This design comes from an exercise in tuning for small area, a short achievable clock period and few clock cycles per item on the open sky130 flow, not from production work.
The RTL was checked by simulation tests, not by an equivalence proof against the original design.
Power and IR drop assume default switching activity.

== run 1 ==
// axi4_lite_regfile
module axi4_lite_regfile #(
  parameter int ADDRESS_WIDTH = 32,
  parameter int DATA_WIDTH    = 32,
  parameter int DATA_DEPTH    = 32,
  parameter logic [ADDRESS_WIDTH-1:0] BASE_ADDR = '0
) (
  input  logic                       ACLK,
  input  logic                       ARESET,
  input  logic [ADDRESS_WIDTH-1:0]   S_AXI_AWADDR,
  input  logic                       S_AXI_AWVALID,
  output logic                       S_AXI_AWREADY,
  input  logic [DATA_WIDTH-1:0]      S_AXI_WDATA,
  input  logic [DATA_WIDTH/8-1:0]    S_AXI_WSTRB,
  input  logic                       S_AXI_WVALID,
  output logic                       S_AXI_WREADY,
  output logic [1:0]                 S_AXI_BRESP,
  output logic                       S_AXI_BVALID,
  input  logic                       S_AXI_BREADY,
  input  logic [ADDRESS_WIDTH-1:0]   S_AXI_ARADDR,
  input  logic                       S_AXI_ARVALID,
  output logic                       S_AXI_ARREADY,
  output logic [DATA_WIDTH-1:0]      S_AXI_RDATA,
  output logic [1:0]                 S_AXI_RRESP,
  output logic                       S_AXI_RVALID,
  input  logic                       S_AXI_RREADY
);
Settings: LEC_CHECK=0, ABC_CLOCK_PERIOD_IN_PS=2500, CAP_MARGIN=20, CORE_MARGIN=2, CORE_UTILIZATION=65, CTS_CLUSTER_DIAMETER=100, CTS_CLUSTER_SIZE=25, SETUP_SLACK_MARGIN=3.1, SLEW_MARGIN=20, SYNTH_HIERARCHICAL=1; clock period 5.0 ns.
run.sh (not shown) runs the stock make flow with config.mk's settings and CLKGATE_MAP_FILE= SYNTH_SCRIPT=/design/flow/synth_recipe.tcl, a recipe that flattens the netlist after the stock synthesis.
Testbench counts of run 1, summed over its fixed seeds: cycles 4,345, items 8,000.
The following lists how run 2 was set up differently from run 1:
diff --git a/flow/config.mk b/flow/config.mk
--- a/flow/config.mk
+++ b/flow/config.mk
@@ -13,3 +13,3 @@
 export CTS_CLUSTER_SIZE = 25
-export SETUP_SLACK_MARGIN = 3.1
+export SETUP_SLACK_MARGIN = 2.7
 export SLEW_MARGIN = 20
==> comparison <==
Looking at sequential share of layout area, run 2 sits 1.8 points above run 1. Proportion of layout cells with a drive suffix above 1 in run 2 vs run 1: down 5.8 points. NOTE count of non-CTS buffers in the layout run 1->run 2 decreased by more than a quarter. Worst setup slack (run 2 over run 1): decrease, 0.054 ns. Combinational group share of total power was lower in run 2 than in run 1. Re worst hold slack: run 1 was higher than run 2. Run 2: cell area is about 3.4% lower than what run 1 reported. Wire length of the first global-routing pass in run 2 is 0.88% lower than in run 1. On final-layout clock buffer total: run 2 sits above run 1. Power ended up about 2.8% lower on run 2 than on run 1. From run 2 to run 1, number of buffers inserted by hold repair at cts did not move at all.


== rev 12 ==
Starting RTL as in the previous note.
make LEC_CHECK=0 ABC_CLOCK_PERIOD_IN_PS=2500 CAP_MARGIN=20 CORE_MARGIN=2 CORE_UTILIZATION=40 CTS_CLUSTER_DIAMETER=100 CTS_CLUSTER_SIZE=25 SETUP_SLACK_MARGIN=2.5 SLEW_MARGIN=20 SYNTH_HIERARCHICAL=1 finish   # period 5.0 ns
Testbench counts of rev 12, summed over its fixed seeds: cycles 4,345, items 8,000.
Input changes introduced in rev 13 (baseline for comparison: rev 12):
Settings: CORE_UTILIZATION: 40 -> 65; SETUP_SLACK_MARGIN: 2.5 -> 2.9.
[summary]
- Between rev 12 and rev 13, global-route usage increased.
- Rev 13 vs. rev 12: global-route met3 utilization climbed 9.8 points; wire length dropped 1.6%; clock period minus final worst setup slack dropped 0.26 ns; fraction of standard cell area that is sequential barely changed.
- Rev 13 vs rev 12 on die width: rev 13 is the lower one.
- The largest stage delay on the critical path in rev 13 was lower than what rev 12 gave.
- Critical path depth, rev 12 and rev 13: larger value in rev 12
- Sort rev 12 and rev 13 by number of diodes asc -> top: rev 12
- The routability congestion estimate in rev 13 is 1.10 times that in rev 12.
- As far as CTS clock-pin slew for the worst setup and hold paths is concerned, rev 12 and rev 13 perform about the same.


axi4_lite_regfile again, from the RTL that the note above started with.
// axi4_lite_regfile
module axi4_lite_regfile #(
  parameter int ADDRESS_WIDTH = 32,
  parameter int DATA_WIDTH    = 32,
  parameter int DATA_DEPTH    = 32,
  parameter logic [ADDRESS_WIDTH-1:0] BASE_ADDR = '0
) (
  input  logic                       ACLK,
  input  logic                       ARESET,
  input  logic [ADDRESS_WIDTH-1:0]   S_AXI_AWADDR,
  input  logic                       S_AXI_AWVALID,
  output logic                       S_AXI_AWREADY,
  input  logic [DATA_WIDTH-1:0]      S_AXI_WDATA,
  input  logic [DATA_WIDTH/8-1:0]    S_AXI_WSTRB,
  input  logic                       S_AXI_WVALID,
  output logic                       S_AXI_WREADY,
  output logic [1:0]                 S_AXI_BRESP,
  output logic                       S_AXI_BVALID,
  input  logic                       S_AXI_BREADY,
  input  logic [ADDRESS_WIDTH-1:0]   S_AXI_ARADDR,
  input  logic                       S_AXI_ARVALID,
  output logic                       S_AXI_ARREADY,
  output logic [DATA_WIDTH-1:0]      S_AXI_RDATA,
  output logic [1:0]                 S_AXI_RRESP,
  output logic                       S_AXI_RVALID,
  input  logic                       S_AXI_RREADY
);
make LEC_CHECK=0 ABC_CLOCK_PERIOD_IN_PS=2500 CAP_MARGIN=20 CORE_MARGIN=2 CORE_UTILIZATION=65 CTS_CLUSTER_DIAMETER=100 CTS_CLUSTER_SIZE=28 SETUP_SLACK_MARGIN=2.9 SLEW_MARGIN=20 SYNTH_HIERARCHICAL=1 finish   # period 5.0 ns
The starting point completed without violations.
Testbench counts at the start, summed over its fixed seeds: cycles 4,345, items 8,000.
Change:
--- a/flow/config.mk
+++ b/flow/config.mk
@@ -10,6 +10,6 @@
 export CORE_MARGIN = 2
-export CORE_UTILIZATION = 65
+export CORE_UTILIZATION = 75
 export CTS_CLUSTER_DIAMETER = 100
-export CTS_CLUSTER_SIZE = 28
-export SETUP_SLACK_MARGIN = 2.9
+export CTS_CLUSTER_SIZE = 25
+export SETUP_SLACK_MARGIN = 3.0
 export SLEW_MARGIN = 20
Effect: Wire length barely changes; count of clock-buffer cells in the layout grows by 3; final area is higher by 0.43%.

afterwards: timing with drivers on the ports:
In the flow no input, the clock included, has a driving cell. The finished layouts below were timed again as built, in two steps.
Step 1 (the two cells are an assumption about what drives the block):
set clk [get_ports {ACLK}]
set_driving_cell -lib_cell sky130_fd_sc_hd__clkbuf_16 $clk
set_driving_cell -lib_cell sky130_fd_sc_hd__buf_2 [delete_from_list [all_inputs] $clk]
Step 2 adds t to the input delays and takes it off the output delays; t is the mean of the earliest and latest rising clock arrival at the registers after step 1. Input paths then give back, and output paths get back, about the clock's delay inside the block.
a / b / c = ideal / step 1 / step 2; a / b = the first two.
run | t (ns) | setup WS [ns] | latest minus earliest clock arrival (ns)
run 1 | 0.745 | 2.699 / 2.625 / 2.353 | 0.034 / 0.034
run 2 | 0.720 | 2.645 / 2.642 / 2.051 | 0.037 / 0.037
rev 12 | 0.747 | 2.452 / 2.449 / 1.785 | 0.031 / 0.030
rev 13 | 0.741 | 2.708 / 2.635 / 2.202 | 0.045 / 0.044
the first run of note 3 | 0.714 | 2.740 / 2.668 / 2.263 | 0.038 / 0.038
the second run of note 3 | 0.732 | 2.717 / 2.647 / 2.258 | 0.030 / 0.030
After both steps setup and hold are still met in every run listed. For rev 12, which loses most, drivers alone change the setup slack by -0.003 ns; drivers and shift together by -0.667 ns.
